This design comes from an exercise in tuning for small area, a short achievable clock period and few clock cycles on the open sky130 flow, not from production work. The RTL was checked by simulation tests, not by an equivalence proof against the original design. Power figures rest on the tool's default switching activity, not on a simulated workload.

<file path="flow/config.mk">
export PLATFORM = sky130hd
export DESIGN_NAME = mem_stage
export DESIGN_NICKNAME = mem_stage
export VERILOG_FILES = /design/flow/design.v
export SDC_FILE = /design/flow/constraint.sdc
export NUM_CORES = 4
export LEC_CHECK = 0
export CAP_MARGIN = 20
export CORE_MARGIN = 2
export CORE_UTILIZATION = 50
export SLEW_MARGIN = 20
export SYNTH_HIERARCHICAL = 1
export SYNTH_MEMORY_MAX_BITS = 8192
</file>
<file path="flow/constraint.sdc">
create_clock -name core_clock -period 12.0 [get_ports {clk}]
set_input_delay 2.4000 -clock core_clock [delete_from_list [all_inputs] [get_ports {clk}]]
set_output_delay 2.4000 -clock core_clock [all_outputs]
set_load 0.01 [all_outputs]
</file>
<file path="flow/design.v">
package mem_stage_pkg;
	localparam int ICACHE_IDX_BITS = 8;
	localparam int DCACHE_IDX_BITS = 8;
	localparam int RAM_ADDR_BITS = 6;
	typedef enum logic [1:0] {
		width_byte = 2'd0,
		width_half = 2'd1,
		width_word = 2'd2
	} mem_width_e;
	typedef enum logic [1:0] {
		cop_icache_inval = 2'd0,
		cop_dcache_inval = 2'd1,
		cop_dcache_flush = 2'd2
	} cache_op_e;
	typedef struct packed {
		logic        load;
		logic        store;
		logic [31:0] addr;
		logic [31:0] mdr;  
		logic [1:0]  width;  
		logic [3:0]  rd_sel;
	} mem_req_t;
	typedef struct packed {
		logic        access;
		logic        wr_en;
		logic [31:0] addr;
		logic [1:0]  width;  
		logic [31:0] wr_val;
	} dbg_req_t;
	typedef struct packed {
		logic [29:0] addr;  
		logic [3:0]  bytesel;
		logic        wr_en;
		logic [31:0] wr_val;
		logic        access;
	} bus_req_t;
	typedef struct packed {
		logic [31:0] rd_data;
		logic        ack;
		logic        error;
	} bus_rsp_t;
	typedef struct packed {
		logic        update_rd;
		logic [3:0]  rd_sel;
		logic [31:0] val;
	} wb_t;
endpackage
`timescale 1ns/1ns
module mem_lane_align (
	input  logic                    dbg_en,
	input  mem_stage_pkg::mem_req_t mem_req,
	input  mem_stage_pkg::dbg_req_t dbg_req,
	output logic [7:0]              acc_addr,   
	output logic [1:0]              acc_width,
	output logic [3:0]              bytesel,
	output logic [31:0]             wr_lanes,
	input  logic [31:0]             rd_word_q,
	input  logic [1:0]              rd_lane_q,
	input  logic [1:0]              rd_width_q,
	output logic [31:0]             rd_value
);
	logic [31:0] acc_wr_data;
	logic [1:0]  lane;
	logic [7:0]  rd_byte;
	assign acc_addr = dbg_en ? dbg_req.addr[7:0] : mem_req.addr[7:0];
	assign acc_width = dbg_en ? dbg_req.width : mem_req.width;
	assign acc_wr_data = dbg_en ? dbg_req.wr_val : mem_req.mdr;
	assign lane = acc_addr[1:0];
	always_comb begin
		case (acc_width)
			mem_stage_pkg::width_byte: begin
				bytesel = 4'b0001 << lane;
				wr_lanes = {4{acc_wr_data[7:0]}};
			end
			mem_stage_pkg::width_half: begin
				bytesel = lane[1] ? 4'b1100 : 4'b0011;
				wr_lanes = {2{acc_wr_data[15:0]}};
			end
			default: begin
				bytesel = 4'b1111;
				wr_lanes = acc_wr_data;
			end
		endcase
	end
	always_comb begin
		case (rd_lane_q)
			2'd0: rd_byte = rd_word_q[7:0];
			2'd1: rd_byte = rd_word_q[15:8];
			2'd2: rd_byte = rd_word_q[23:16];
			default: rd_byte = rd_word_q[31:24];
		endcase
		case (rd_width_q)
			mem_stage_pkg::width_byte: rd_value = {24'b0, rd_byte};
			mem_stage_pkg::width_half: rd_value = rd_lane_q[1] ? {16'b0, rd_word_q[31:16]}
			                                                   : {16'b0, rd_word_q[15:0]};
			default: rd_value = rd_word_q;
		endcase
	end
endmodule
`timescale 1ns/1ns
module mem_cache_maint (
	input  logic                                        cache_instr,
	input  logic [1:0]                                  cache_op,  
	input  logic [31:0]                                 wr_val,
	output logic                                        i_inval,
	output logic                                        d_inval,
	output logic                                        d_flush,
	output logic [mem_stage_pkg::ICACHE_IDX_BITS-1:0]   i_idx,
	output logic [mem_stage_pkg::DCACHE_IDX_BITS-1:0]   d_idx
);
	assign i_inval = cache_instr && cache_op == mem_stage_pkg::cop_icache_inval;
	assign d_inval = cache_instr && cache_op == mem_stage_pkg::cop_dcache_inval;
	assign d_flush = cache_instr && cache_op == mem_stage_pkg::cop_dcache_flush;
	assign i_idx = wr_val[mem_stage_pkg::ICACHE_IDX_BITS-1:0];
	assign d_idx = wr_val[mem_stage_pkg::DCACHE_IDX_BITS-1:0];
endmodule
`timescale 1ns/1ns
module mem_writeback (
	input  logic                    clk,
	input  logic                    rst,
	input  mem_stage_pkg::mem_req_t mem_req,
	input  mem_stage_pkg::dbg_req_t dbg_req,
	input  logic                    update_rd,
	input  logic [3:0]              rd_sel,
	input  logic [31:0]             wr_val,
	input  logic [7:0]              acc_addr,
	input  logic [1:0]              acc_width,
	input  logic [31:0]             rd_data,    
	input  logic [31:0]             rd_value,   
	input  logic                    cache_done_i,  
	input  logic                    cache_done_d,  
	output logic                    ram_we,
	output logic [31:0]             rd_word_q,
	output logic [1:0]              rd_lane_q,
	output logic [1:0]              rd_width_q,
	output mem_stage_pkg::wb_t      wb,
	output logic                    complete,
	output logic                    data_abort,
	output logic                    busy,
	output logic                    dbg_compl,
	output logic [31:0]             dbg_rd_val
);
	logic mem_oor;
	logic dbg_oor;
	logic dbg_rd_2nd;  
	logic dbg_done;
	logic wb_q;
	logic [3:0] wb_rd_q;
	logic dbg_wr_or_2nd;
	logic dbg_done_n;
	logic pipe_none;
	mem_wb_or2 u_dbg_w (.a(dbg_req.wr_en), .b(dbg_rd_2nd), .y(dbg_wr_or_2nd));
	mem_wb_and2 u_dbg_done (.a(dbg_req.access), .b(dbg_wr_or_2nd), .y(dbg_done));
	assign dbg_compl = dbg_done;
	mem_wb_nor3 u_pipe_none (.a(mem_req.load), .b(mem_req.store), .c(cache_done_i), .y(pipe_none));
	mem_wb_a221oi u_dbg_none (.a1(dbg_req.access), .a2(dbg_req.wr_en), .b1(dbg_req.access),
		.b2(dbg_rd_2nd), .c(cache_done_d), .y(dbg_done_n));
	mem_wb_nand2 u_complete (.a(pipe_none), .b(dbg_done_n), .y(complete));
	logic [11:0] mem_hi_n;
	logic [11:0] dbg_hi_n;
	logic [2:0]  mem_hi;
	logic [2:0]  dbg_hi;
	logic        mem_abort_n;
	logic        dbg_abort_n;
	for (genvar i = 0; i < 12; i++) begin : g_hi2
		mem_wb_nor2 u_m (.a(mem_req.addr[8+2*i]), .b(mem_req.addr[9+2*i]), .y(mem_hi_n[i]));
		mem_wb_nor2 u_d (.a(dbg_req.addr[8+2*i]), .b(dbg_req.addr[9+2*i]), .y(dbg_hi_n[i]));
	end
	for (genvar j = 0; j < 3; j++) begin : g_hi8
		mem_wb_nand4 u_m (.a(mem_hi_n[4*j]), .b(mem_hi_n[4*j+1]), .c(mem_hi_n[4*j+2]),
			.d(mem_hi_n[4*j+3]), .y(mem_hi[j]));
		mem_wb_nand4 u_d (.a(dbg_hi_n[4*j]), .b(dbg_hi_n[4*j+1]), .c(dbg_hi_n[4*j+2]),
			.d(dbg_hi_n[4*j+3]), .y(dbg_hi[j]));
	end
	mem_wb_o32ai u_mem_abort (.a1(mem_hi[0]), .a2(mem_hi[1]), .a3(mem_hi[2]),
		.b1(mem_req.load), .b2(mem_req.store), .y(mem_abort_n));
	mem_wb_o311ai u_dbg_abort (.a1(dbg_hi[0]), .a2(dbg_hi[1]), .a3(dbg_hi[2]),
		.b1(dbg_req.access), .c1(dbg_wr_or_2nd), .y(dbg_abort_n));
	mem_wb_nand2 u_abort (.a(mem_abort_n), .b(dbg_abort_n), .y(data_abort));
	assign mem_oor = |mem_hi;
	assign dbg_oor = |dbg_hi;
	assign ram_we = (mem_req.store & !mem_oor) | (dbg_req.access & dbg_req.wr_en & !dbg_oor);
	always_ff @(posedge clk) begin
		rd_word_q <= rd_data;
		rd_lane_q <= update_rd ? 2'd0 : acc_addr[1:0];
		rd_width_q <= update_rd ? mem_stage_pkg::width_word : acc_width;
		wb_rd_q <= update_rd ? rd_sel : mem_req.rd_sel;
		if (rst) begin
			dbg_rd_2nd <= 1'b0;
			wb_q <= 1'b0;
		end else begin
			dbg_rd_2nd <= dbg_req.access & !dbg_req.wr_en & !dbg_rd_2nd;
			wb_q <= (mem_req.load & !mem_oor) | update_rd;
		end
	end
	assign wb.update_rd = wb_q;
	assign wb.rd_sel = wb_rd_q;
	assign wb.val = rd_value;
	assign dbg_rd_val = rd_value;
	logic wb_n;
	logic mem_acc_n;
	mem_wb_inv u_wb_n (.a(wb_q), .y(wb_n));
	mem_wb_nor2 u_mem_acc_n (.a(mem_req.load), .b(mem_req.store), .y(mem_acc_n));
	mem_wb_nand2 u_busy (.a(mem_acc_n), .b(wb_n), .y(busy));
endmodule
module mem_wb_inv (input logic a, output logic y);
	assign y = ~a;
endmodule
module mem_wb_or2 (input logic a, input logic b, output logic y);
	assign y = a | b;
endmodule
module mem_wb_and2 (input logic a, input logic b, output logic y);
	assign y = a & b;
endmodule
module mem_wb_nor2 (input logic a, input logic b, output logic y);
	assign y = ~(a | b);
endmodule
module mem_wb_nand2 (input logic a, input logic b, output logic y);
	assign y = ~(a & b);
endmodule
module mem_wb_nor3 (input logic a, input logic b, input logic c, output logic y);
	assign y = ~(a | b | c);
endmodule
module mem_wb_nand4 (input logic a, input logic b, input logic c, input logic d, output logic y);
	assign y = ~(a & b & c & d);
endmodule
module mem_wb_a221oi (input logic a1, input logic a2, input logic b1, input logic b2,
		input logic c, output logic y);
	assign y = ~((a1 & a2) | (b1 & b2) | c);
endmodule
module mem_wb_o32ai (input logic a1, input logic a2, input logic a3, input logic b1,
		input logic b2, output logic y);
	assign y = ~((a1 | a2 | a3) & (b1 | b2));
endmodule
module mem_wb_o311ai (input logic a1, input logic a2, input logic a3, input logic b1,
		input logic c1, output logic y);
	assign y = ~((a1 | a2 | a3) & b1 & c1);
endmodule
`timescale 1ns/1ns
module data_ram (
	input  logic                                     clk,
	input  logic                                     we,       
	input  logic [mem_stage_pkg::RAM_ADDR_BITS-1:0]  word_idx,
	input  logic [3:0]                               bytesel,
	input  logic [31:0]                              wr_val,
	input  logic                                     bypass,   
	input  logic [31:0]                              bypass_val,
	output logic [31:0]                              rd_data
);
	localparam int WORDS = 2 ** mem_stage_pkg::RAM_ADDR_BITS;
	localparam int SRCS = WORDS + 1;
	localparam int GROUPS = (SRCS + 2) / 3;
	logic [31:0] mem [WORDS];
	always_ff @(posedge clk) begin
		if (we) begin
			for (int b = 0; b < 4; b++) begin
				if (bytesel[b])
					mem[word_idx][b*8 +: 8] <= wr_val[b*8 +: 8];
			end
		end
	end
	logic [3*GROUPS-1:0] src_sel;
	always_comb begin
		src_sel = '0;
		for (int w = 0; w < WORDS; w++)
			src_sel[w] = !bypass && (word_idx == w);
		src_sel[WORDS] = bypass;
	end
	for (genvar b = 0; b < 32; b++) begin : g_bit
		logic [3*GROUPS-1:0] src;
		logic [GROUPS-1:0]   grp_n;
		for (genvar w = 0; w < 3*GROUPS; w++) begin : g_src
			if (w < WORDS)
				assign src[w] = mem[w][b];
			else if (w == WORDS)
				assign src[w] = bypass_val[b];
			else
				assign src[w] = 1'b0;
		end
		for (genvar g = 0; g < GROUPS; g++) begin : g_grp
			if (3*g + 2 < SRCS) begin : g_ao3
				data_ram_ao3 u_ao (
					.sel (src_sel[3*g +: 3]),
					.src (src[3*g +: 3]),
					.y_n (grp_n[g])
				);
			end else begin : g_ao2
				data_ram_ao2 u_ao (
					.sel (src_sel[3*g +: 2]),
					.src (src[3*g +: 2]),
					.y_n (grp_n[g])
				);
			end
		end
		assign rd_data[b] = ~&grp_n;
	end
endmodule
module data_ram_ao3 (
	input  logic [2:0] sel,
	input  logic [2:0] src,
	output logic       y_n
);
	assign y_n = ~|(sel & src);
endmodule
module data_ram_ao2 (
	input  logic [1:0] sel,
	input  logic [1:0] src,
	output logic       y_n
);
	assign y_n = ~|(sel & src);
endmodule
`timescale 1ns/1ns
module mem_stage (
	input  logic        clk,
	input  logic        rst,
	input  logic        mem_req_load,
	input  logic        mem_req_store,
	input  logic [31:0] mem_req_addr,
	input  logic [31:0] mem_req_mdr,
	input  logic [1:0]  mem_req_width,
	input  logic [3:0]  mem_req_rd_sel,
	input  logic [31:0] wr_val,
	input  logic        update_rd,
	input  logic [3:0]  rd_sel,
	input  logic        cache_instr,
	input  logic [1:0]  cache_op,
	input  logic        i_cacheop_complete,
	input  logic        d_cacheop_complete,
	input  logic        dbg_en,
	input  logic        dbg_req_access,
	input  logic        dbg_req_wr_en,
	input  logic [31:0] dbg_req_addr,
	input  logic [1:0]  dbg_req_width,
	input  logic [31:0] dbg_req_wr_val,
	output logic        wb_update_rd,
	output logic [3:0]  wb_rd_sel,
	output logic [31:0] wb_val,
	output logic        complete,
	output logic        data_abort,
	output logic        busy,
	output logic [31:0] dbg_rd_val,
	output logic        dbg_compl,
	output logic        i_inval,
	output logic        d_inval,
	output logic        d_flush,
	output logic [7:0]  i_idx,
	output logic [7:0]  d_idx
);
	mem_stage_pkg::mem_req_t mem_req;
	mem_stage_pkg::dbg_req_t dbg_req;
	mem_stage_pkg::wb_t      wb;
	assign mem_req.load = mem_req_load;
	assign mem_req.store = mem_req_store;
	assign mem_req.addr = mem_req_addr;
	assign mem_req.mdr = mem_req_mdr;
	assign mem_req.width = mem_req_width;
	assign mem_req.rd_sel = mem_req_rd_sel;
	assign dbg_req.access = dbg_req_access;
	assign dbg_req.wr_en = dbg_req_wr_en;
	assign dbg_req.addr = dbg_req_addr;
	assign dbg_req.width = dbg_req_width;
	assign dbg_req.wr_val = dbg_req_wr_val;
	assign wb_update_rd = wb.update_rd;
	assign wb_rd_sel = wb.rd_sel;
	assign wb_val = wb.val;
	logic [7:0]  acc_addr;
	logic [1:0]  acc_width;
	logic [3:0]  bytesel;
	logic [31:0] wr_lanes;
	logic [31:0] rd_data;
	logic [31:0] rd_word_q;
	logic [1:0]  rd_lane_q;
	logic [1:0]  rd_width_q;
	logic [31:0] rd_value;
	logic        ram_we;
	mem_lane_align u_lane_align (
		.dbg_en     (dbg_en),
		.mem_req    (mem_req),
		.dbg_req    (dbg_req),
		.acc_addr   (acc_addr),
		.acc_width  (acc_width),
		.bytesel    (bytesel),
		.wr_lanes   (wr_lanes),
		.rd_word_q  (rd_word_q),
		.rd_lane_q  (rd_lane_q),
		.rd_width_q (rd_width_q),
		.rd_value   (rd_value)
	);
	mem_cache_maint u_cache_maint (
		.cache_instr        (cache_instr),
		.cache_op           (cache_op),
		.wr_val             (wr_val),
		.i_inval            (i_inval),
		.d_inval            (d_inval),
		.d_flush            (d_flush),
		.i_idx              (i_idx),
		.d_idx              (d_idx)
	);
	mem_writeback u_writeback (
		.clk        (clk),
		.rst        (rst),
		.mem_req    (mem_req),
		.dbg_req    (dbg_req),
		.update_rd  (update_rd),
		.rd_sel     (rd_sel),
		.wr_val     (wr_val),
		.acc_addr   (acc_addr),
		.acc_width  (acc_width),
		.rd_data    (rd_data),
		.rd_value   (rd_value),
		.cache_done_i (i_cacheop_complete),
		.cache_done_d (d_cacheop_complete),
		.ram_we     (ram_we),
		.rd_word_q  (rd_word_q),
		.rd_lane_q  (rd_lane_q),
		.rd_width_q (rd_width_q),
		.wb         (wb),
		.complete   (complete),
		.data_abort (data_abort),
		.busy       (busy),
		.dbg_compl  (dbg_compl),
		.dbg_rd_val (dbg_rd_val)
	);
	data_ram u_data_ram (
		.clk      (clk),
		.we       (ram_we),
		.word_idx (acc_addr[mem_stage_pkg::RAM_ADDR_BITS+1:2]),
		.bytesel  (bytesel),
		.wr_val   (wr_lanes),
		.bypass     (update_rd),
		.bypass_val (wr_val),
		.rd_data    (rd_data)
	);
endmodule
</file>
<file path="flow/flow/run.sh">
#!/bin/bash
# Standard synthesis and layout, with three changes to how the layout is made:
#  - timing repair aims well below the 12 ns clock (setup margin), so the
#    achieved period (12 ns less the worst slack) comes out short;
#  - clock tree: clkbuf_8 leaf buffers serving clusters of up to 12 sinks, and no
#    dummy loads, instead of ~200 clkbuf_16 leaves for ~2100 flip-flops;
#  - every port still gets its own buffer, but starting from buf_1 (repair
#    upsizes the ones on critical paths) rather than a delay cell.
set -euo pipefail
bash standard.sh \
  "CTS_ARGS=-sink_clustering_enable -repair_clock_nets -dont_use_dummy_load -sink_clustering_size 12 -sink_clustering_max_diameter 50 -buf_list sky130_fd_sc_hd__clkbuf_8" \
  "BUFFER_PORTS_ARGS=-buffer_cell sky130_fd_sc_hd__buf_1" \
  SETUP_SLACK_MARGIN=6.4 finish > make_finish.log 2>&1
</file>
<file path="flow/standard.sh">
#!/bin/bash
# synth_recipe.tcl (not shown) runs the flow's synth.tcl, then flattens the netlist and writes it again
# the make line also repeats each setting of config.mk as NAME=value (left out here)
make -C /OpenROAD-flow-scripts/flow DESIGN_CONFIG=/design/flow/config.mk WORK_HOME=/design/flow/orfs CLKGATE_MAP_FILE= SYNTH_SCRIPT=/design/flow/synth_recipe.tcl "${@:-finish}"
</file>
==> results of run 1 <==
## worst max-delay path: stages
cell and delay [ns]:
buf_2 0.23, buf_16 0.24, mux2_2 0.45, and2_1 0.42
nand2_1 0.38, nor2_2 0.22, buf_4 0.33, a222oi_1 0.63
nand4_1 0.49, nor4_4 0.54, nand4_1 0.18
## cell type report
cell class / count / area, µm²
Antenna cell: 6 / 15.0
Clock buffer: 203 / 2790
Tap cell: 2016 / 2520
Sequential cell: 2090 / 62300
Multi-Input combinational cell: 1556 / 12600
Timing Repair Buffer: 394 / 2000
Fill cell: 11500 / 67300
Inverter: 9 / 33.8
## stage by stage
step                      area [µm²]  hold slack [ns]  setup slack, ns  power, W
after floorplan                75300            0.432             6.22   0.00872
after global placement         79200            0.453             4.40   0.00914
after detailed placement       79200            0.457             4.33   0.00915
after CTS                      82200            0.474             6.33    0.0128
after global routing           82300            0.487             6.25    0.0130
final                          82300            0.474             6.28    0.0127
## registers in the layout, indices dropped and copies added, names as in the netlist
| signal | flops |
|---|---|
| u_writeback.wb_rd_q | 4 |
| u_writeback.rd_lane_q | 2 |
| u_writeback.rd_word_q | 32 |
| u_writeback.dbg_rd_2nd | 1 |
| u_writeback.rd_width_q | 2 |
| u_data_ram.mem | 2048 |
| u_writeback.wb_q | 1 |
## worst paths after layout
| kind | end | cells after the start |
|---|---|---|
| max | u_writeback.rd_word_q[16] | 11 |
| min reg2reg | u_writeback.dbg_rd_2nd | 1 |
| max reg2reg | u_writeback.rd_word_q[26] | 4 |
| min | u_writeback.dbg_rd_2nd | 1 |
## per-module statistics from Yosys (local to each module, per instance), a selection
| module | copies in the design | flip-flops and latches |
|---|---|---|
| data_ram_ao2 | 32 | 0 |
| mem_wb_o311ai | 1 | 0 |
| mem_wb_nand2 | 3 | 0 |
| mem_wb_nor3 | 1 | 0 |
| mem_lane_align | 1 | 0 |
| mem_cache_maint | 1 | 0 |
| mem_wb_nor2 | 25 | 0 |
| mem_wb_inv | 1 | 0 |
| data_ram | 1 | 2048 |
| data_ram_ao3 | 672 | 0 |
| mem_writeback | 1 | 42 |
| mem_wb_o32ai | 1 | 0 |
## cell families (layout without fill, tap and decap cells)
family,after synthesis,count (layout),synth area share (%)
muxes,66,66,0.959
other,0,6,0
DFF,2090,2090,82.8
buffers and inverters,152,606,1.25
and+or+nand+nor,727,727,4.89
AOI/OAI and AO/OA,763,763,10.1
## layer usage
layer  vias to the layer above  GRT usage, %  share of wire, %
li1                      17700             -                 -
met1                     22900          43.3                37
met3                       404          7.26                13
met2                      3452          45.9                46
met5                         -             0             0.036
met4                         8          11.0               3.6
## where the power goes
part	switching [W]	leakage, nW	internal (W)
combinational	0.000627	3.90	0.000167
sequential	0.0000558	18.5	0.00816
clock	0.00223	1.46	0.00150
## cells in the mapped netlist (all sizes together) (12+ instances only)
cell type and n:
mux2 33, clkbuf 42, a22o 17, mux2i 32, nand2 83, and4 33, nor2 353, nor4 33
edfxtp 2048, and2 18, dfxtp 42, a222oi 672, nand4 166, buf 101, a22oi 32, o21ai 12
## repair_timing
action	4_1_cts	5_1_grt
pin swaps	10	12
buffers inserted	1	2
endpoints found under the setup margin	33	30
gates resized for setup	30	13
cloned	2	0
==> run notes, run 1 <==
status=complete, no violations; prevailing post-synth register cell=edfxtp_1; Final #Nets=4439; final setup fails=0; sequential area share after synthesis=82.8%; DR DRC count=0; Max Cap Violations=0; fmax=around 0.17 GHz; Area Overhead vs Synth=9.38%; RSZ-0062 raised after global routing=true; Tmin final=5.72 ns; worst-path fanout max=21; area share of the largest cell type after synthesis=81.7%; largest area contributor in the netlist=edfxtp_1; IO Port Bufs=276; vias in the first global route=about 40k; Leakage=23.9 nW; H-tree levels=4; die footprint=154000 µm²; Pre-antenna DRT Iters=10; DRT Wirelength=between 200000 and 250000 µm; drt initial violations=about 9.7k; commonest non-fill, non-tap cell in the layout=edfxtp_1; FFs w/ async S/R, synth=0%; total power per unit cell area=~150 nW/µm²; cell count after synthesis=3798; end-of-flow core utilization=55.0%; placer's final routability congestion estimate=0.936; vias per inst=7.09; ranking of synthesized cells by area=edfxtp_1 (82%), a222oi_1 (8.9%), nor2_1 (1.8%); critical path startpoint=dbg_en; max-slew violations=0; Syn. warnings=9; Startpoint Class=input port; Core ar.=about 150000 µm²; slew margin rel.=13.4%; setup TNS=0 ns; root buffer cell=clkbuf_8; crit path capture type=flip-flop; # rows=roughly 140; ratio of cells with drive above 1 in the final layout=roughly an eighth; Tcrit/Tclk final=47.7%; CTS Buf Count=roughly 200; post-synthesis cell type count=58; antenna viol nets, final=0; clk_skew=0.0832 ns; die width=roughly 390 µm; fin cells=6274; Max Buffers Root-to-Sink=3; VDD IR max=87.2 µV; largest net degree at the start of global routing=66; placed cells=about 6.1k; CP Class=input port to flip-flop; initial antenna violation count=17; Reg2Reg Launch Point=u_data_ram.mem[39][26]; Post-synth EDFFs=2048; Synth Cell Area=75300 µm²; Slew @ Worst Pin=1.30 ns; CTS tree=built; clock sink total=2090; gr usage total=30.4%; Die Y=392 µm; syn_area_per_cell=19.8 µm²; total number of vias=about 45k; wire per inst=around 38 µm; WP data required=about 13 ns; Seq cells post-synth=around 2.1k; Hold-fix buffers, CTS=0; Data arrival, critical path=6.54 ns; hold wc startpoint=u_writeback.dbg_rd_2nd; HPWL after DPL=157000 µm; grt ovf=0; initial core utilization=50.3%; Clk Latency, worst-skew pair=0.98 ns; most frequent cells in the layout=edfxtp_1 (2048), a222oi_1 (672), nor2_1 (289); Final Hold Fails=0; syn_nets=3983; I/O pin count=277; first-pass GRT wire length=between 300000 and 400000 µm; Worst-path clk slew=0.09 ns; Tightest Hold Check Type=flip-flop to flip-flop; FF-to-FF setup slack=9.42 ns
Testbench counts, summed over its fixed seeds: cycles 34,848.
==> run 2: changes to the inputs <==
--- a/flow/design.v
+++ b/flow/design.v
@@ -54,9 +54,10 @@
 	output logic [1:0]              acc_width,
 	output logic [3:0]              bytesel,
 	output logic [31:0]             wr_lanes,
+	input  logic                    whole,      
+	output logic [6:0]              rd_pick,
 	input  logic [31:0]             rd_word_q,
-	input  logic [1:0]              rd_lane_q,
-	input  logic [1:0]              rd_width_q,
+	input  logic [6:0]              rd_pick_q,
 	output logic [31:0]             rd_value
 );
 	logic [31:0] acc_wr_data;
@@ -83,18 +84,24 @@
 		endcase
 	end
 	always_comb begin
-		case (rd_lane_q)
-			2'd0: rd_byte = rd_word_q[7:0];
-			2'd1: rd_byte = rd_word_q[15:8];
-			2'd2: rd_byte = rd_word_q[23:16];
-			default: rd_byte = rd_word_q[31:24];
-		endcase
-		case (rd_width_q)
-			mem_stage_pkg::width_byte: rd_value = {24'b0, rd_byte};
-			mem_stage_pkg::width_half: rd_value = rd_lane_q[1] ? {16'b0, rd_word_q[31:16]}
-			                                                   : {16'b0, rd_word_q[15:0]};
-			default: rd_value = rd_word_q;
-		endcase
+		rd_pick = '0;
+		if (whole) begin
+			rd_pick = 7'b1010001;
+		end else begin
+			case (acc_width)
+				mem_stage_pkg::width_byte: rd_pick[lane] = 1'b1;
+				mem_stage_pkg::width_half: rd_pick = lane[1] ? 7'b0100100 : 7'b0010001;
+				default: rd_pick = 7'b1010001;
+			endcase
+		end
+	end
+	always_comb begin
+		for (int i = 0; i < 8; i++) begin
+			rd_value[i] = (rd_pick_q[0] & rd_word_q[i]) | (rd_pick_q[1] & rd_word_q[8+i])
+			            | (rd_pick_q[2] & rd_word_q[16+i]) | (rd_pick_q[3] & rd_word_q[24+i]);
+			rd_value[8+i] = (rd_pick_q[4] & rd_word_q[8+i]) | (rd_pick_q[5] & rd_word_q[24+i]);
+		end
+		rd_value[31:16] = rd_word_q[31:16] & {16{rd_pick_q[6]}};
 	end
 endmodule
 `timescale 1ns/1ns
@@ -123,16 +130,14 @@
 	input  logic                    update_rd,
 	input  logic [3:0]              rd_sel,
 	input  logic [31:0]             wr_val,
-	input  logic [7:0]              acc_addr,
-	input  logic [1:0]              acc_width,
 	input  logic [31:0]             rd_data,    
 	input  logic [31:0]             rd_value,   
 	input  logic                    cache_done_i,  
 	input  logic                    cache_done_d,  
 	output logic                    ram_we,
 	output logic [31:0]             rd_word_q,
-	output logic [1:0]              rd_lane_q,
-	output logic [1:0]              rd_width_q,
+	input  logic [6:0]              rd_pick,
+	output logic [6:0]              rd_pick_q,
 	output mem_stage_pkg::wb_t      wb,
 	output logic                    complete,
 	output logic                    data_abort,
@@ -182,8 +187,7 @@
 	assign ram_we = (mem_req.store & !mem_oor) | (dbg_req.access & dbg_req.wr_en & !dbg_oor);
 	always_ff @(posedge clk) begin
 		rd_word_q <= rd_data;
-		rd_lane_q <= update_rd ? 2'd0 : acc_addr[1:0];
-		rd_width_q <= update_rd ? mem_stage_pkg::width_word : acc_width;
+		rd_pick_q <= rd_pick;
 		wb_rd_q <= update_rd ? rd_sel : mem_req.rd_sel;
 		if (rst) begin
 			dbg_rd_2nd <= 1'b0;
@@ -251,24 +255,50 @@
 	localparam int SRCS = WORDS + 1;
 	localparam int GROUPS = (SRCS + 2) / 3;
 	logic [31:0] mem [WORDS];
+	logic [7:0]       pre_lo;
+	logic [7:0]       pre_hi;
+	logic [7:0]       pre_hi_we;
+	logic [3:0]       byte_n;
+	logic [WORDS-1:0] word_we_n;
+	logic [3:0]       byte_we [WORDS];
+	always_comb begin
+		for (int k = 0; k < 8; k++) begin
+			pre_lo[k] = (word_idx[2:0] == k);
+			pre_hi[k] = !bypass && (word_idx[5:3] == k);
+			pre_hi_we[k] = we && (word_idx[5:3] == k);
+		end
+	end
+	assign byte_n = ~bytesel;
+	for (genvar w = 0; w < WORDS; w++) begin : g_we
+		data_ram_nand2 u_word (.a(pre_hi_we[w/8]), .b(pre_lo[w%8]), .y(word_we_n[w]));
+		for (genvar b = 0; b < 4; b++) begin : g_byte
+			data_ram_nor2 u_byte (.a(word_we_n[w]), .b(byte_n[b]), .y(byte_we[w][b]));
+		end
+	end
 	always_ff @(posedge clk) begin
-		if (we) begin
+		for (int w = 0; w < WORDS; w++) begin
 			for (int b = 0; b < 4; b++) begin
-				if (bytesel[b])
-					mem[word_idx][b*8 +: 8] <= wr_val[b*8 +: 8];
+				if (byte_we[w][b])
+					mem[w][b*8 +: 8] <= wr_val[b*8 +: 8];
 			end
 		end
 	end
 	logic [3*GROUPS-1:0] src_sel;
-	always_comb begin
-		src_sel = '0;
-		for (int w = 0; w < WORDS; w++)
-			src_sel[w] = !bypass && (word_idx == w);
-		src_sel[WORDS] = bypass;
+	for (genvar w = 0; w < 3*GROUPS; w++) begin : g_sel
+		if (w < WORDS) begin : g_word
+			data_ram_and2 u_sel (.a(pre_hi[w/8]), .b(pre_lo[w%8]), .y(src_sel[w]));
+		end else if (w == WORDS) begin : g_bypass
+			assign src_sel[w] = bypass;
+		end else begin : g_none
+			assign src_sel[w] = 1'b0;
+		end
 	end
+	localparam int QUADS = (GROUPS + 3) / 4;
 	for (genvar b = 0; b < 32; b++) begin : g_bit
 		logic [3*GROUPS-1:0] src;
-		logic [GROUPS-1:0]   grp_n;
+		logic [4*QUADS-1:0]  grp_n;
+		logic [5:0]          quad;
+		logic [1:0]          half_n;
 		for (genvar w = 0; w < 3*GROUPS; w++) begin : g_src
 			if (w < WORDS)
 				assign src[w] = mem[w][b];
@@ -292,7 +322,17 @@
 				);
 			end
 		end
-		assign rd_data[b] = ~&grp_n;
+		for (genvar g = GROUPS; g < 4*QUADS; g++) begin : g_pad
+			assign grp_n[g] = 1'b1;
+		end
+		for (genvar q = 0; q < 5; q++) begin : g_quad
+			data_ram_nand4 u_q (.a(grp_n[4*q]), .b(grp_n[4*q+1]), .c(grp_n[4*q+2]),
+				.d(grp_n[4*q+3]), .y(quad[q]));
+		end
+		data_ram_nand2 u_q5 (.a(grp_n[20]), .b(grp_n[21]), .y(quad[5]));
+		data_ram_nor3 u_h0 (.a(quad[0]), .b(quad[1]), .c(quad[2]), .y(half_n[0]));
+		data_ram_nor3 u_h1 (.a(quad[3]), .b(quad[4]), .c(quad[5]), .y(half_n[1]));
+		data_ram_nand2 u_rd (.a(half_n[0]), .b(half_n[1]), .y(rd_data[b]));
 	end
 endmodule
 module data_ram_ao3 (
@@ -309,6 +349,21 @@
 );
 	assign y_n = ~|(sel & src);
 endmodule
+module data_ram_and2 (input logic a, input logic b, output logic y);
+	assign y = a & b;
+endmodule
+module data_ram_nand2 (input logic a, input logic b, output logic y);
+	assign y = ~(a & b);
+endmodule
+module data_ram_nand4 (input logic a, input logic b, input logic c, input logic d, output logic y);
+	assign y = ~(a & b & c & d);
+endmodule
+module data_ram_nor3 (input logic a, input logic b, input logic c, output logic y);
+	assign y = ~(a | b | c);
+endmodule
+module data_ram_nor2 (input logic a, input logic b, output logic y);
+	assign y = ~(a | b);
+endmodule
 `timescale 1ns/1ns
 module mem_stage (
 	input  logic        clk,
@@ -369,8 +424,8 @@
 	logic [31:0] wr_lanes;
 	logic [31:0] rd_data;
 	logic [31:0] rd_word_q;
-	logic [1:0]  rd_lane_q;
-	logic [1:0]  rd_width_q;
+	logic [6:0]  rd_pick;
+	logic [6:0]  rd_pick_q;
 	logic [31:0] rd_value;
 	logic        ram_we;
 	mem_lane_align u_lane_align (
@@ -382,8 +437,9 @@
 		.bytesel    (bytesel),
 		.wr_lanes   (wr_lanes),
 		.rd_word_q  (rd_word_q),
-		.rd_lane_q  (rd_lane_q),
-		.rd_width_q (rd_width_q),
+		.whole      (update_rd),
+		.rd_pick    (rd_pick),
+		.rd_pick_q  (rd_pick_q),
 		.rd_value   (rd_value)
 	);
 	mem_cache_maint u_cache_maint (
@@ -404,16 +460,14 @@
 		.update_rd  (update_rd),
 		.rd_sel     (rd_sel),
 		.wr_val     (wr_val),
-		.acc_addr   (acc_addr),
-		.acc_width  (acc_width),
 		.rd_data    (rd_data),
 		.rd_value   (rd_value),
 		.cache_done_i (i_cacheop_complete),
 		.cache_done_d (d_cacheop_complete),
 		.ram_we     (ram_we),
 		.rd_word_q  (rd_word_q),
-		.rd_lane_q  (rd_lane_q),
-		.rd_width_q (rd_width_q),
+		.rd_pick    (rd_pick),
+		.rd_pick_q  (rd_pick_q),
 		.wb         (wb),
 		.complete   (complete),
 		.data_abort (data_abort),
--- a/flow/flow/run.sh
+++ b/flow/flow/run.sh
@@ -10,4 +10,4 @@
 bash standard.sh \
   "CTS_ARGS=-sink_clustering_enable -repair_clock_nets -dont_use_dummy_load -sink_clustering_size 12 -sink_clustering_max_diameter 50 -buf_list sky130_fd_sc_hd__clkbuf_8" \
   "BUFFER_PORTS_ARGS=-buffer_cell sky130_fd_sc_hd__buf_1" \
-  SETUP_SLACK_MARGIN=6.4 finish > make_finish.log 2>&1
+  SETUP_SLACK_MARGIN=6.5 finish > make_finish.log 2>&1
==> run 2 against run 1 <==
Critical endpoint is now data_abort. Fmax is 0.83% higher. First-iteration DRC count fell by 19%. Count of clock-buffer cells in the layout is 2 lower. Die area grew 0.47%. Synthesized cell count rose by 0.53%. Largest power group unchanged. Sequential share of layout area rose by 0.13 points. Synthesized area increased by 0.48%. Sequential power is essentially flat. Power fell by 1.0%. Highest routed layer unchanged. Worst setup slack better by 0.047 ns. Largest cell class unchanged.
==> run notes, run 2 <==
pre-CTS WS=5.85 ns (+1.52 ns); most frequent cells in the layout=edfxtp_1 (2048), a222oi_1 (672), nor2_1 (289); Data arrival, critical path=3.27 ns (-3.27 ns); area share of the largest cell type after synthesis=81.3% (-0.39 points); Final #Nets=4487 (+1.1%); setup TNS=0 ns (unchanged); placer's final routability congestion estimate=0.906 (-3.1%); hold_ws=0.479 ns (+0.00457 ns); total number of vias=43.3k (-2.8%); Post-synth EDFFs=2048 (unchanged); Clk Latency, worst-skew pair=1.00 ns (+0.02 ns); Slew @ Worst Pin=1.16 ns (-0.141 ns); Startpoint Class=input port; Gate power share=5.7% (-0.5 points); VDD IR max=92.3 µV (+5.9%); fmax=0.176 GHz (+0.83%); Pre-antenna DRT Iters=9 (-1); total power per unit cell area=153 nW/µm² (-0.95%); post-synthesis cell type count=52 (-10%); ratio of cells with drive above 1 in the final layout=11.2% (-1.1 points); Max Cap Violations=0 (unchanged); slew margin rel.=22.6% (+9.2 points); Worst-path clk slew=0.08 ns (about the same); Hold Path Stages=1 (unchanged); global route hottest layer=met2; Sw Share=22.3% (-0.58 points); Area Overhead vs Synth=8.78%; fin cells=6315 (+0.65%); drt initial violations=7785 (-19%); Seq cells post-synth=2093 (+0.14%); CP Class=input port to primary output; vias per inst=6.85 (-3.4%); WP data required=9.60 ns (-3.22 ns); sequential area share after synthesis=82.5% (-0.31 points); HPWL after DPL=145000 µm (-7.7%); Net Switching=0.00281 W (-3.5%); die width=393 µm (+0.23%); Final Hold Fails=0 (unchanged); syn_nets=4007 (+0.60%); Leakage=25.1 nW (+5.0%); antenna viol nets, final=0 (unchanged); Largest register FFs=2048 (unchanged); commonest non-fill, non-tap cell in the layout=edfxtp_1; I/O pin count=277 (unchanged); Synth Cell Area=75600 µm² (+0.48%); slack of the critical path=6.33 ns (+0.0469 ns); Clock power frac=29.1% (-0.2 points); cell count after synthesis=3818 (+0.53%); vias in the first global route=41.1k (+0.46%); clock sink total=2093 (+0.14%); top-count cell post-synth=edfxtp_1; Die Y=393 µm (+0.23%); CTS Buf Count=201 (-0.99%); IO Port Bufs=276 (unchanged); Syn. warnings=12 (+3); Largest Register=u_data_ram.mem; wire per inst=34.8 µm (-7.9%); Core ar.=150000 µm² (+0.24%); largest area contributor in the netlist=edfxtp_1; status=complete, no violations; CTS tree=built; Max stage delay on crit path=0.30 ns (-0.33 ns); placed cells=6110 (+0.86%); Tcrit/Tclk final=47.3% (-0.39 points); max-slew violations=0 (unchanged); Max Buffers Root-to-Sink=3 (unchanged); GR Util met3=5.84% (-1.4 points); Regs by FF count=u_data_ram.mem: 2048 flops, u_writeback.rd_word_q: 32 flops, u_writeback.rd_pick_q: 7 flops; Int Pwr=0.00980 W (-0.27%); Post-synth top cells=edfxtp_1 (2048), a222oi_1 (672), nor2_1 (290); Reg power frac=65.2% (+0.7 points); Tmin final=5.67 ns (-0.0469 ns); # rows=142 (unchanged); DRT Wirelength=220000 µm (-7.3%); worst-path fanout max=3 (-86%); syn_area_per_cell=19.8 µm² (about the same); initial antenna violation count=8 (-9); FFs w/ async S/R, synth=0% (unchanged); final setup fails=0 (unchanged); M2 GR Usage=45.3% (-0.62 points); prevailing post-synth register cell=edfxtp_1; gr usage total=28.2% (-2.2 points); root buffer cell=clkbuf_8; first-pass GRT wire length=306000 µm (-5.1%); ranking of synthesized cells by area=edfxtp_1 (81%), a222oi_1 (8.9%), nor2_1 (1.4%); worst path cell trace=buf_1 -> nor2_1 -> nand4_1 -> o32ai_2 -> nand2_1 -> clkbuf_2; clk_skew=0.0769 ns (-0.00628 ns); Tightest Hold Check Type=flip-flop to flip-flop; largest net degree at the start of global routing=68 (+3.0%); DR DRC count=0 (unchanged); grt ovf=0 (unchanged); H-tree levels=4 (unchanged); initial core utilization=50.4% (+0.12 points); met1 Use GR=38.2% (-5.2 points); die footprint=154000 µm² (+0.47%); Slowest-stage cell, CP=o32ai_2; Hold-fix buffers, CTS=0 (unchanged); RSZ-0062 raised after global routing=true; crit path capture type=primary output; R2R cell count=4 (unchanged)
-- run 2: final timing paths --
kind,startpoint,endpoint,slack (ns)
setup / recovery,mem_req_addr[23],data_abort,6.33
hold / removal,u_writeback.dbg_rd_2nd,u_writeback.dbg_rd_2nd,0.48
setup reg to reg,u_data_ram.mem[48][14],u_writeback.rd_word_q[14],10.03
hold reg to reg,u_writeback.dbg_rd_2nd,u_writeback.dbg_rd_2nd,0.48
-- run 2: power by group through the flow --
stage | logic, W | registers [W] | clock network [W]
after global routing | 0.000772 | 0.00822 | 0.00398
after global placement | 0.000707 | 0.00839 | 0
after CTS | 0.000717 | 0.00822 | 0.00374
final | 0.000723 | 0.00822 | 0.00366
after detailed placement | 0.000716 | 0.00839 | 0
after floorplan | 0.000379 | 0.00836 | 0
-- run 2: cells by family (layout without fill, tap and decap cells) --
group	count (synthesis)	count (layout)	share of synthesized area (%)
buffers and inverters	116	594	1.04
adders and majority gates	4	4	0.0662
AOI/OAI and AO/OA	769	769	10.1
DFF	2093	2093	82.5
muxes	49	49	0.715
other	0	3	0
and+or+nand+nor	787	787	5.60
-- run 2: final cells by class --
cell class	instances	area, µm²
Clock buffer	201	2770
Timing Repair Buffer	379	1820
Multi-Input combinational cell	1609	12700
Tap cell	2016	2520
Fill cell	11700	67700
Sequential cell	2093	62400
Inverter	14	52.6
Antenna cell	3	7.51
-- run 2: stage by stage --
stage          power, W  instance area (µm²)  utilization (%)
2_1_floorplan   0.00874                75600                -
3_3_place_gp    0.00910                79500             53.0
3_5_place_dp    0.00910                79500             53.0
4_1_cts          0.0127                82200             54.8
5_1_grt          0.0130                82300             54.9
6_report         0.0126                82300             54.9
-- run 2: what timing repair did --
action,CTS,global route
cloned,0,0
setup endpoints to repair,1,1
setup buffers,0,1
pin swaps,3,4
resized for setup,0,1
-- run 2: modules after synthesis (local to each module, per instance), excerpt --
module           flip-flops and latches  cell area [µm²]  times used  cells inside
data_ram_and2                         0             6.26          64             1
data_ram_ao2                          0             12.5          32             1
data_ram_ao3                          0             10.0         672             1
data_ram_nor2                         0             3.75         256             1
mem_cache_maint                       0              150           1            19
mem_wb_a221oi                         0             15.0           1             1
mem_wb_nand4                          0             6.26           6             1
mem_wb_o32ai                          0             16.3           1             1
mem_writeback                        45             1480           1           121
-- run 2: critical path, delay by kind of cell --
family	cells	cell delay, ns
buf+inv	2	0.21
simple gates	3	0.36
compound gates	1	0.30
-- run 2: per-layer routing --
| metal | up-vias | wire length, µm | share of wire (%) |
|---|---|---|---|
| met5 | - | 47 | 0.021 |
| met4 | 6 | 8510 | 3.9 |
| met3 | 374 | 23400 | 11 |
| met2 | 2799 | 105000 | 48 |
| met1 | 22300 | 82700 | 38 |
| li1 | 17800 | - | - |
Testbench counts of run 2, summed over its fixed seeds: cycles 34,848.
==> run 3: changes to the inputs <==
--- a/flow/design.v
+++ b/flow/design.v
@@ -161,26 +161,28 @@
 	mem_wb_a221oi u_dbg_none (.a1(dbg_req.access), .a2(dbg_req.wr_en), .b1(dbg_req.access),
 		.b2(dbg_rd_2nd), .c(cache_done_d), .y(dbg_done_n));
 	mem_wb_nand2 u_complete (.a(pipe_none), .b(dbg_done_n), .y(complete));
-	logic [11:0] mem_hi_n;
-	logic [11:0] dbg_hi_n;
-	logic [2:0]  mem_hi;
-	logic [2:0]  dbg_hi;
-	logic        mem_abort_n;
-	logic        dbg_abort_n;
-	for (genvar i = 0; i < 12; i++) begin : g_hi2
-		mem_wb_nor2 u_m (.a(mem_req.addr[8+2*i]), .b(mem_req.addr[9+2*i]), .y(mem_hi_n[i]));
-		mem_wb_nor2 u_d (.a(dbg_req.addr[8+2*i]), .b(dbg_req.addr[9+2*i]), .y(dbg_hi_n[i]));
+	logic [7:0] mem_hi_n;
+	logic [7:0] dbg_hi_n;
+	logic [1:0] mem_hi;
+	logic [1:0] dbg_hi;
+	logic       mem_abort_n;
+	logic       dbg_abort_n;
+	for (genvar i = 0; i < 8; i++) begin : g_hi3
+		mem_wb_nor3 u_m (.a(mem_req.addr[8+3*i]), .b(mem_req.addr[9+3*i]), .c(mem_req.addr[10+3*i]),
+			.y(mem_hi_n[i]));
+		mem_wb_nor3 u_d (.a(dbg_req.addr[8+3*i]), .b(dbg_req.addr[9+3*i]), .c(dbg_req.addr[10+3*i]),
+			.y(dbg_hi_n[i]));
 	end
-	for (genvar j = 0; j < 3; j++) begin : g_hi8
+	for (genvar j = 0; j < 2; j++) begin : g_hi12
 		mem_wb_nand4 u_m (.a(mem_hi_n[4*j]), .b(mem_hi_n[4*j+1]), .c(mem_hi_n[4*j+2]),
 			.d(mem_hi_n[4*j+3]), .y(mem_hi[j]));
 		mem_wb_nand4 u_d (.a(dbg_hi_n[4*j]), .b(dbg_hi_n[4*j+1]), .c(dbg_hi_n[4*j+2]),
 			.d(dbg_hi_n[4*j+3]), .y(dbg_hi[j]));
 	end
-	mem_wb_o32ai u_mem_abort (.a1(mem_hi[0]), .a2(mem_hi[1]), .a3(mem_hi[2]),
-		.b1(mem_req.load), .b2(mem_req.store), .y(mem_abort_n));
-	mem_wb_o311ai u_dbg_abort (.a1(dbg_hi[0]), .a2(dbg_hi[1]), .a3(dbg_hi[2]),
-		.b1(dbg_req.access), .c1(dbg_wr_or_2nd), .y(dbg_abort_n));
+	mem_wb_o22ai u_mem_abort (.a1(mem_hi[0]), .a2(mem_hi[1]), .b1(mem_req.load), .b2(mem_req.store),
+		.y(mem_abort_n));
+	mem_wb_o211ai u_dbg_abort (.a1(dbg_hi[0]), .a2(dbg_hi[1]), .b1(dbg_req.access), .c1(dbg_wr_or_2nd),
+		.y(dbg_abort_n));
 	mem_wb_nand2 u_abort (.a(mem_abort_n), .b(dbg_abort_n), .y(data_abort));
 	assign mem_oor = |mem_hi;
 	assign dbg_oor = |dbg_hi;
@@ -232,13 +234,13 @@
 		input logic c, output logic y);
 	assign y = ~((a1 & a2) | (b1 & b2) | c);
 endmodule
-module mem_wb_o32ai (input logic a1, input logic a2, input logic a3, input logic b1,
-		input logic b2, output logic y);
-	assign y = ~((a1 | a2 | a3) & (b1 | b2));
-endmodule
-module mem_wb_o311ai (input logic a1, input logic a2, input logic a3, input logic b1,
-		input logic c1, output logic y);
-	assign y = ~((a1 | a2 | a3) & b1 & c1);
+module mem_wb_o22ai (input logic a1, input logic a2, input logic b1, input logic b2,
+		output logic y);
+	assign y = ~((a1 | a2) & (b1 | b2));
+endmodule
+module mem_wb_o211ai (input logic a1, input logic a2, input logic b1, input logic c1,
+		output logic y);
+	assign y = ~((a1 | a2) & b1 & c1);
 endmodule
 `timescale 1ns/1ns
 module data_ram (
@@ -252,8 +254,6 @@
 	output logic [31:0]                              rd_data
 );
 	localparam int WORDS = 2 ** mem_stage_pkg::RAM_ADDR_BITS;
-	localparam int SRCS = WORDS + 1;
-	localparam int GROUPS = (SRCS + 2) / 3;
 	logic [31:0] mem [WORDS];
 	logic [7:0]       pre_lo;
 	logic [7:0]       pre_hi;
@@ -283,56 +283,33 @@
 			end
 		end
 	end
-	logic [3*GROUPS-1:0] src_sel;
-	for (genvar w = 0; w < 3*GROUPS; w++) begin : g_sel
-		if (w < WORDS) begin : g_word
-			data_ram_and2 u_sel (.a(pre_hi[w/8]), .b(pre_lo[w%8]), .y(src_sel[w]));
-		end else if (w == WORDS) begin : g_bypass
-			assign src_sel[w] = bypass;
-		end else begin : g_none
-			assign src_sel[w] = 1'b0;
-		end
+	logic [WORDS-1:0] src_sel;
+	for (genvar w = 0; w < WORDS; w++) begin : g_sel
+		data_ram_and2 u_sel (.a(pre_hi[w/8]), .b(pre_lo[w%8]), .y(src_sel[w]));
 	end
-	localparam int QUADS = (GROUPS + 3) / 4;
 	for (genvar b = 0; b < 32; b++) begin : g_bit
-		logic [3*GROUPS-1:0] src;
-		logic [4*QUADS-1:0]  grp_n;
-		logic [5:0]          quad;
-		logic [1:0]          half_n;
-		for (genvar w = 0; w < 3*GROUPS; w++) begin : g_src
-			if (w < WORDS)
-				assign src[w] = mem[w][b];
-			else if (w == WORDS)
-				assign src[w] = bypass_val[b];
-			else
-				assign src[w] = 1'b0;
-		end
-		for (genvar g = 0; g < GROUPS; g++) begin : g_grp
-			if (3*g + 2 < SRCS) begin : g_ao3
-				data_ram_ao3 u_ao (
-					.sel (src_sel[3*g +: 3]),
-					.src (src[3*g +: 3]),
-					.y_n (grp_n[g])
-				);
-			end else begin : g_ao2
-				data_ram_ao2 u_ao (
-					.sel (src_sel[3*g +: 2]),
-					.src (src[3*g +: 2]),
-					.y_n (grp_n[g])
-				);
-			end
-		end
-		for (genvar g = GROUPS; g < 4*QUADS; g++) begin : g_pad
-			assign grp_n[g] = 1'b1;
-		end
+		logic [23:0] grp_n;
+		logic [5:0]  quad;
+		logic [2:0]  pair_n;
+		for (genvar g = 0; g < 21; g++) begin : g_grp
+			data_ram_ao3 u_ao (
+				.sel (src_sel[3*g +: 3]),
+				.src ({mem[3*g+2][b], mem[3*g+1][b], mem[3*g][b]}),
+				.y_n (grp_n[g])
+			);
+		end
+		data_ram_nand2 u_last (.a(src_sel[63]), .b(mem[63][b]), .y(grp_n[21]));
+		data_ram_nand2 u_bypass (.a(bypass), .b(bypass_val[b]), .y(grp_n[22]));
+		assign grp_n[23] = 1'b1;
 		for (genvar q = 0; q < 5; q++) begin : g_quad
 			data_ram_nand4 u_q (.a(grp_n[4*q]), .b(grp_n[4*q+1]), .c(grp_n[4*q+2]),
 				.d(grp_n[4*q+3]), .y(quad[q]));
 		end
-		data_ram_nand2 u_q5 (.a(grp_n[20]), .b(grp_n[21]), .y(quad[5]));
-		data_ram_nor3 u_h0 (.a(quad[0]), .b(quad[1]), .c(quad[2]), .y(half_n[0]));
-		data_ram_nor3 u_h1 (.a(quad[3]), .b(quad[4]), .c(quad[5]), .y(half_n[1]));
-		data_ram_nand2 u_rd (.a(half_n[0]), .b(half_n[1]), .y(rd_data[b]));
+		data_ram_nand3 u_q5 (.a(grp_n[20]), .b(grp_n[21]), .c(grp_n[22]), .y(quad[5]));
+		for (genvar p = 0; p < 3; p++) begin : g_pair
+			data_ram_nor2 u_p (.a(quad[2*p]), .b(quad[2*p+1]), .y(pair_n[p]));
+		end
+		data_ram_nand3 u_rd (.a(pair_n[0]), .b(pair_n[1]), .c(pair_n[2]), .y(rd_data[b]));
 	end
 endmodule
 module data_ram_ao3 (
@@ -342,13 +319,6 @@
 );
 	assign y_n = ~|(sel & src);
 endmodule
-module data_ram_ao2 (
-	input  logic [1:0] sel,
-	input  logic [1:0] src,
-	output logic       y_n
-);
-	assign y_n = ~|(sel & src);
-endmodule
 module data_ram_and2 (input logic a, input logic b, output logic y);
 	assign y = a & b;
 endmodule
@@ -358,8 +328,8 @@
 module data_ram_nand4 (input logic a, input logic b, input logic c, input logic d, output logic y);
 	assign y = ~(a & b & c & d);
 endmodule
-module data_ram_nor3 (input logic a, input logic b, input logic c, output logic y);
-	assign y = ~(a | b | c);
+module data_ram_nand3 (input logic a, input logic b, input logic c, output logic y);
+	assign y = ~(a & b & c);
 endmodule
 module data_ram_nor2 (input logic a, input logic b, output logic y);
 	assign y = ~(a | b);
==> run 3 against run 2 <==
Sequential power about the same. Highest routed layer unchanged. Power up 1.1%. Combinational power up 9.0%. First-iteration DRC count up 18%. Synthesized area down 0.42%. Clock skew up 0.0084 ns. Still clean on timing, DRC and antenna. Fmax up 0.51%.
==> run notes, run 3 <==
max-slew violations=0 (unchanged); cell mode on critical path=buf_1; largest net degree at the start of global routing=68 (unchanged); FFs w/ async S/R, synth=0% (unchanged); Regs by FF count=u_data_ram.mem: 2048 flops, u_writeback.rd_word_q: 32 flops, u_writeback.rd_pick_q: 7 flops; Slowest-stage cell, CP=nand4_1; H-tree levels=4 (unchanged); Reg2Reg Launch Point=u_data_ram.mem[42][25]; Largest Register=u_data_ram.mem; worst path cell trace=buf_1 -> nor3_2 -> nand4_1 -> o211ai_2 -> nand2_1 -> buf_1; end-of-flow core utilization=54.7% (-0.15 points); # rows=142 (unchanged); DP Area=79000 µm² (-0.55%); Syn. warnings=12 (unchanged); Slew @ Worst Pin=1.08 ns (-0.0803 ns); syn_nets=4061 (+1.3%); die footprint=154000 µm² (-0.41%); hold_ws=0.463 ns (-0.0155 ns); RSZ-0062 raised after global routing=true; crit path capture type=primary output; Max Buffers Root-to-Sink=3 (unchanged); vias in the first global route=41.5k (+0.95%); crit-path leading delay family=simple AND/OR/NAND/NOR gates; wire length on met3=29700 µm (+27%); DR DRC count=0 (unchanged); Leakage=24.9 nW (-0.78%); Max Cap Violations=0 (unchanged); most frequent cells in the layout=edfxtp_1 (2048), a222oi_1 (672), nor2_1 (355); Final Hold Fails=0 (unchanged); hold wc startpoint=u_writeback.dbg_rd_2nd; Buf/Inv on CP=2 (unchanged); Hold-fix buffers, CTS=0 (unchanged); Final Cell Area=81900 µm² (-0.40%); root buffer cell=clkbuf_8; ratio of cells with drive above 1 in the final layout=9.76% (-1.4 points); total power per unit cell area=156 nW/µm² (+1.5%); Worst-path clk slew=0.03 ns (-0.05 ns); drt initial violations=9194 (+18%); syn_area_per_cell=19.4 µm² (-1.8%); slew margin rel.=27.9% (+5.3 points); final setup fails=0 (unchanged); Max Used Layer=met5; Tcrit/Tclk final=47.0% (-0.24 points); initial core utilization=50.3% (-0.15 points); worst-path fanout max=2 (-1); DRT Wirelength=235000 µm (+6.8%); wire per inst=36.9 µm (+6.1%); fmax=0.177 GHz (+0.51%); Die Y=392 µm (-0.21%); Post-synth top cells=edfxtp_1 (2048), a222oi_1 (672), nor2_1 (364); Seq cells post-synth=2093 (unchanged); critical path startpoint=dbg_req_addr[12]; first-pass GRT wire length=322000 µm (+5.1%); I/O pin count=277 (unchanged); Synth Cell Area=75300 µm² (-0.42%); area share of the largest cell type after synthesis=81.7% (+0.34 points); commonest non-fill, non-tap cell in the layout=edfxtp_1; clk_skew=0.0853 ns (+0.00840 ns); Startpoint Class=input port; gr usage total=30.2% (+2.0 points); Core ar.=150000 µm² (-0.12%); Area Overhead vs Synth=8.80% (about the same); HPWL after DPL=150000 µm (+3.9%); Met2 Routed Length=108000 µm (+2.5%); grt ovf=0 (unchanged); vias per inst=7.07 (+3.2%); Max stage delay on crit path=0.20 ns (-0.10 ns); largest area contributor in the netlist=edfxtp_1; VDD IR max=104 µV (+13%); placer's final routability congestion estimate=0.902 (-0.50%); die width=392 µm (-0.21%); Data arrival, critical path=3.25 ns (-0.02 ns); total power=0.0127 W (+1.1%); setup TNS=0 ns (unchanged); status=complete, no violations; antenna viol nets, final=0 (unchanged); prevailing post-synth register cell=edfxtp_1; post-synthesis cell type count=53 (+1.9%); CTS Buf Count=204 (+1.5%); top-count cell post-synth=edfxtp_1; routed length on met1=88800 µm (+7.4%); WP data required=9.60 ns (about the same); CP Class=input port to primary output; initial antenna violation count=15 (+7); Post-synth EDFFs=2048 (unchanged); fill count=11.6k (-0.95%); Largest register FFs=2048 (unchanged); total number of vias=45.0k (+4.0%); Pre-antenna DRT Iters=10 (+1); Final #Nets=4526 (+0.87%); clock sink total=2093 (unchanged); Clk Latency, worst-skew pair=0.96 ns (-0.04 ns); ranking of synthesized cells by area=edfxtp_1 (82%), a222oi_1 (8.9%), nor2_1 (1.8%); cell count after synthesis=3872 (+1.4%); sequential area share after synthesis=82.9% (+0.35 points); IO Port Bufs=276 (unchanged); Tmin final=5.65 ns (-0.0286 ns); Tightest Hold Check Type=flip-flop to flip-flop; CTS tree=built
## run 3: changes by cell type after synthesis, moves of 2 or more
| cell | before | now |
|---|---|---|
| a22oi_2 | 32 | 0 |
| nand3_1 | 0 | 64 |
| nand4_1 | 166 | 164 |
| nor2_1 | 290 | 364 |
| nor3_2 | 65 | 17 |
## run 3: worst paths after layout
path	to	slack, ns	cells past startpoint
worst max-delay path	data_abort	6.35	6
worst min-delay path	u_writeback.dbg_rd_2nd	0.46	1
worst max register to register	u_writeback.rd_word_q[25]	9.69	4
worst min register to register	u_writeback.dbg_rd_2nd	0.46	1
## run 3: power breakdown
| group | total [W] | switching (W) | internal (W) |
|---|---|---|---|
| sequential | 0.00824 | 0.0000682 | 0.00817 |
| combinational | 0.000788 | 0.000647 | 0.000141 |
| clock | 0.00372 | 0.00222 | 0.00150 |
## run 3: layer usage
layer / vias to the layer above / track usage, %
met5: - / 0
met4: 6 / 9.75
met3: 413 / 7.01
met2: 3432 / 46.5
met1: 23300 / 42.8
li1: 17900 / -
## run 3: per-module statistics from Yosys, one instance, submodules excluded, a selection
module,cells inside,flops+latches
mem_wb_nor3,1,0
mem_wb_inv,1,0
mem_wb_o22ai,1,0
data_ram_nand4,1,0
mem_writeback,121,45
mem_cache_maint,19,0
mem_wb_o211ai,1,0
mem_lane_align,182,0
data_ram_and2,1,0
## run 3: cell families (layout without fill, tap and decap cells)
family	Yosys count	in the layout	share of synthesized area, %
compound gates	737	737	9.56
fa+ha+maj	4	4	0.0665
buf+inv	116	579	1.05
flops	2093	2093	82.9
mux	49	49	0.718
other cells	0	10	0
simple gates	873	873	5.75
## run 3: what timing repair did
item | 4_1_cts | 5_1_grt
pin swaps | 1 | 4
endpoints found under the hold margin | 0 | 0
setup endpoints to repair | 8 | 18
setup buffers | 1 | 3
gates resized for setup | 7 | 4
## run 3: area by class of cell
class / count / area [µm²] / share of cell area (%)
sequential: 2093 / 62400 / 76.2
multi-input combinational: 1663 / 12400 / 15.2
clock buffer: 204 / 2810 / 3.43
tap: 2016 / 2520 / 3.08
timing repair buffer: 361 / 1680 / 2.05
inverter: 14 / 52.6 / 0.0641
antenna: 10 / 25.0 / 0.0305
## run 3: through the flow
stage               std cells  setup slack, ns
floorplan                3872             5.83
finish                   6361             6.35
detailed placement       6143             5.26
global placement         6143             5.32
CTS                      6348             6.35
global route             6352             6.29
## run 3: worst reg2reg max path, delay by kind of cell (launching register included)
family | cells | cell delay (ns)
flops | 1 | 0.36
simple gates | 3 | 1.20
compound gates | 1 | 0.62
Testbench counts of run 3, summed over its fixed seeds: cycles 34,848.
==> run 4: changes to the inputs <==
==> flow/flow/run.sh (replaced) <==
#!/bin/bash
# Standard synthesis and layout, with three changes to how the layout is made:
#  - timing repair aims well below the 12 ns clock (setup margin), so the
#    achieved period (12 ns less the worst slack) comes out short;
#  - clock tree: clkbuf_8 leaf buffers serving clusters of up to 14 sinks, and no
#    dummy loads, instead of ~200 clkbuf_16 leaves for ~2100 flip-flops;
#  - every port still gets its own buffer, but starting from buf_1 (repair
#    upsizes the ones on critical paths) rather than a delay cell.
set -euo pipefail
bash standard.sh \
  "CTS_ARGS=-sink_clustering_enable -repair_clock_nets -dont_use_dummy_load -sink_clustering_size 14 -sink_clustering_max_diameter 50 -buf_list sky130_fd_sc_hd__clkbuf_8" \
  "BUFFER_PORTS_ARGS=-buffer_cell sky130_fd_sc_hd__buf_1" \
  SETUP_SLACK_MARGIN=6.5 finish > make_finish.log 2>&1
==> run 4 against run 3 <==
Wire length decreased by 0.30%. Highest routed layer unchanged. Power decreased by 1.4%. Register-to-register slack got worse by 0.02 ns. Clock skew increased by 0.0048 ns. Non-clock buffer count unchanged. Via count decreased by 0.75%.
==> run notes, run 4 <==
status=complete, no violations; fin cells=6337 (-0.38%); drt initial violations=9494 (+3.3%); most frequent cells in the layout=edfxtp_1 (2048), a222oi_1 (672), nor2_1 (356); CP Class=input port to flip-flop; slew margin rel.=27.3% (-0.63 points); initial core utilization=50.3% (unchanged); DRT Wirelength=234000 µm (-0.30%); slack of the critical path=6.31 ns (-0.0481 ns); Regs by FF count=u_data_ram.mem: 2048 flops, u_writeback.rd_word_q: 32 flops, u_writeback.rd_pick_q: 7 flops; initial antenna violation count=19 (+4); H-tree levels=4 (unchanged); Leakage=24.8 nW (-0.55%); Syn. warnings=12 (unchanged); wire per inst=36.9 µm (about the same); sequential area share after synthesis=82.9% (unchanged); WP data required=12.55 ns (+2.95 ns); placer's final routability congestion estimate=0.902 (unchanged); vias in the first global route=41.4k (-0.14%); RSZ-0062 raised after global routing=true; Final Hold Fails=0 (unchanged); ratio of cells with drive above 1 in the final layout=9.34% (-0.42 points); prevailing post-synth register cell=edfxtp_1; first-pass GRT wire length=321000 µm (-0.25%); Tightest Hold Check Type=flip-flop to flip-flop; area share of the largest cell type after synthesis=81.7% (unchanged); placed cells=6143 (unchanged); die footprint=154000 µm² (unchanged); Die Y=392 µm (unchanged); syn_nets=4061 (unchanged); worst path cell trace=buf_1 -> nor3_2 -> nand4_1 -> buf_4 -> buf_4 -> nor2_1 -> a32o_1 -> nor4b_2 -> nand2_1 -> nor2_1; I/O pin count=277 (unchanged); pre-CTS WS=5.26 ns (unchanged); Post-synth EDFFs=2048 (unchanged); # rows=142 (unchanged); Area Overhead vs Synth=8.43%; grt ovf=0 (unchanged); die width=392 µm (unchanged); IO Port Bufs=276 (unchanged); Tmin final=5.69 ns (+0.0481 ns); Slew @ Worst Pin=1.09 ns (+0.00941 ns); top-count cell post-synth=edfxtp_1; largest net degree at the start of global routing=68 (unchanged); Max Cap Violations=0 (unchanged); crit path capture type=flip-flop; Startpoint Class=input port; ranking of synthesized cells by area=edfxtp_1 (82%), a222oi_1 (8.9%), nor2_1 (1.8%); root buffer cell=clkbuf_8; gr usage total=30.1% (-0.096 points); fmax=0.176 GHz (-0.84%); Final #Nets=4507 (-0.42%); clock sink total=2093 (unchanged); CTS tree=built; commonest non-fill, non-tap cell in the layout=edfxtp_1; Max stage delay on crit path=0.95 ns (+0.75 ns); clk_skew=0.0901 ns (+0.00476 ns); Pre-antenna DRT Iters=10 (unchanged); post-synthesis cell type count=53 (unchanged); setup TNS=0 ns (unchanged); Synth Cell Area=75300 µm² (unchanged); Worst-path clk slew=0.05 ns (+0.02 ns); Data arrival, critical path=6.24 ns (+2.99 ns); syn_area_per_cell=19.4 µm² (unchanged); HPWL after DPL=150000 µm (unchanged); Tcrit/Tclk final=47.4% (+0.40 points); DP Area=79000 µm² (unchanged); cell count after synthesis=3872 (unchanged); FFs w/ async S/R, synth=0% (unchanged); total power per unit cell area=154 nW/µm² (-1.1%); CTS Buf Count=185 (-9.3%); largest area contributor in the netlist=edfxtp_1; Max Buffers Root-to-Sink=3 (unchanged); Largest register FFs=2048 (unchanged); worst-path fanout max=8 (+6); DR DRC count=0 (unchanged); Largest Register=u_data_ram.mem; VDD IR max=107 µV (+3.1%); Seq cells post-synth=2093 (unchanged); antenna viol nets, final=0 (unchanged); Core ar.=150000 µm² (unchanged); total number of vias=44.7k (-0.75%); vias per inst=7.05 (-0.38%); Final Cell Area=81700 µm² (-0.34%); Clk Latency, worst-skew pair=0.95 ns (about the same); max-slew violations=0 (unchanged); Slowest-stage cell, CP=nor4b_2; Post-synth top cells=edfxtp_1 (2048), a222oi_1 (672), nor2_1 (364); final setup fails=0 (unchanged)
==> run 4: cell counts after synthesis <==
Identical to the previous run, type by type.
==> run 4: final cells by class <==
type	instances	area, µm²
antenna	5	12.5
clock buffer	185	2550
multi-input combinational	1663	12400
timing repair buffer	361	1680
fill	11600	68100
inverter	14	52.6
sequential	2093	62400
tap	2016	2520
==> run 4: logic make-up after synthesis <==
family	after synthesis	synth area share, %
AO/OA/AOI/OAI	737	9.56
adder cells (fa/ha/maj)	4	0.0665
buffers and inverters	116	1.05
flip-flops	2093	82.9
multiplexers	49	0.718
AND/OR/NAND/NOR	873	5.75
==> run 4: what timing repair did <==
action,in CTS,in global routing
gates resized for setup,6,4
pin swaps,1,5
hold endpoints to repair,0,0
setup endpoints to repair,7,19
hold buffers,0,0
setup buffers,1,3
==> run 4: modules after synthesis (local to each module, per instance), a selection <==
module	flip-flops and latches	cell area (µm²)
mem_wb_a221oi	0	15.0
mem_wb_nor2	0	3.75
mem_wb_o22ai	0	6.26
mem_wb_or2	0	6.26
mem_lane_align	0	1360
mem_wb_nand2	0	3.75
mem_cache_maint	0	150
mem_writeback	45	1480
data_ram_nand3	0	5.00
mem_wb_nand4	0	6.26
data_ram_nand4	0	6.26
mem_wb_and2	0	6.26
data_ram_nor2	0	3.75
==> run 4: per-layer routing <==
metal  track usage, %  up-vias  routed length (µm)
met4             9.98        6                8280
met5                0        -                  38
met1             42.8    23100               88400
met3             6.36      393               29400
li1                 -    17800                   -
met2             46.6     3329              108000
==> run 4: critical path, delay by kind of cell <==
kind / cells / cell delay (ns)
buffers and inverters: 3 / 0.39
AOI/OAI and AO/OA: 1 / 0.58
and+or+nand+nor: 6 / 2.85
==> run 4: stage by stage <==
stage | total power, W | hold WS (ns) | utilization [%]
after detailed placement | 0.00917 | 0.467 | 52.8
after CTS | 0.0126 | 0.473 | 54.5
after global placement | 0.00916 | 0.450 | 52.8
after floorplan | 0.00872 | 0.432 | -
after global routing | 0.0129 | 0.498 | 54.5
final | 0.0126 | 0.464 | 54.5
==> run 4: final timing paths <==
check | startpoint | to | slack [ns] | depth (start not counted)
worst max-delay path | dbg_req_addr[12] | u_data_ram.mem[1][21] | 6.31 | 10
worst min-delay path | u_writeback.dbg_rd_2nd | u_writeback.dbg_rd_2nd | 0.46 | 1
worst max register to register | u_data_ram.mem[42][25] | u_writeback.rd_word_q[25] | 9.67 | 4
worst min register to register | u_writeback.dbg_rd_2nd | u_writeback.dbg_rd_2nd | 0.46 | 1
==> run 4: report_power, final <==
part           internal [W]  leakage (nW)  switching, W
clock network       0.00137          1.33       0.00217
registers           0.00817          18.6     0.0000673
logic              0.000141          4.84      0.000646

-- port drivers added, routing unchanged --
No port has a modelled driver above. Below, the same layouts with a new extraction and two added sets of constraints.
Step 1, drivers: a clkbuf_16 drives clk and a buf_2 each remaining input, both assumed.
Step 2 adds t to the input delays and takes it off the output delays; t is the mean of the earliest and latest rising clock arrival at the registers after step 1. Input paths then give back, and output paths get back, about the clock's delay inside the block.
Three values: ideal ports, drivers, drivers and shift; two values: the first two.
run | t, ns | setup WS [ns] | worst setup path at the end | worst register clock-pin slew, ns | worst data-port slew with drivers (ns)
run 1 | 1.020 | 6.279 / 6.322 / 5.309 | input to register | 0.09 / 0.09 | 0.06
run 2 | 1.006 | 6.326 / 6.302 / 5.701 | input to register | 0.09 / 0.09 | 0.10
run 3 | 0.981 | 6.354 / 6.333 / 5.425 | input to register | 0.09 / 0.09 | 0.12
run 4 | 0.983 | 6.306 / 6.332 / 5.373 | input to register | 0.09 / 0.09 | 0.11
After both steps setup and hold are still met in every run listed. The setup slack of run 1, which loses most, moves by +0.043 ns with the drivers and by -0.970 ns with both steps.
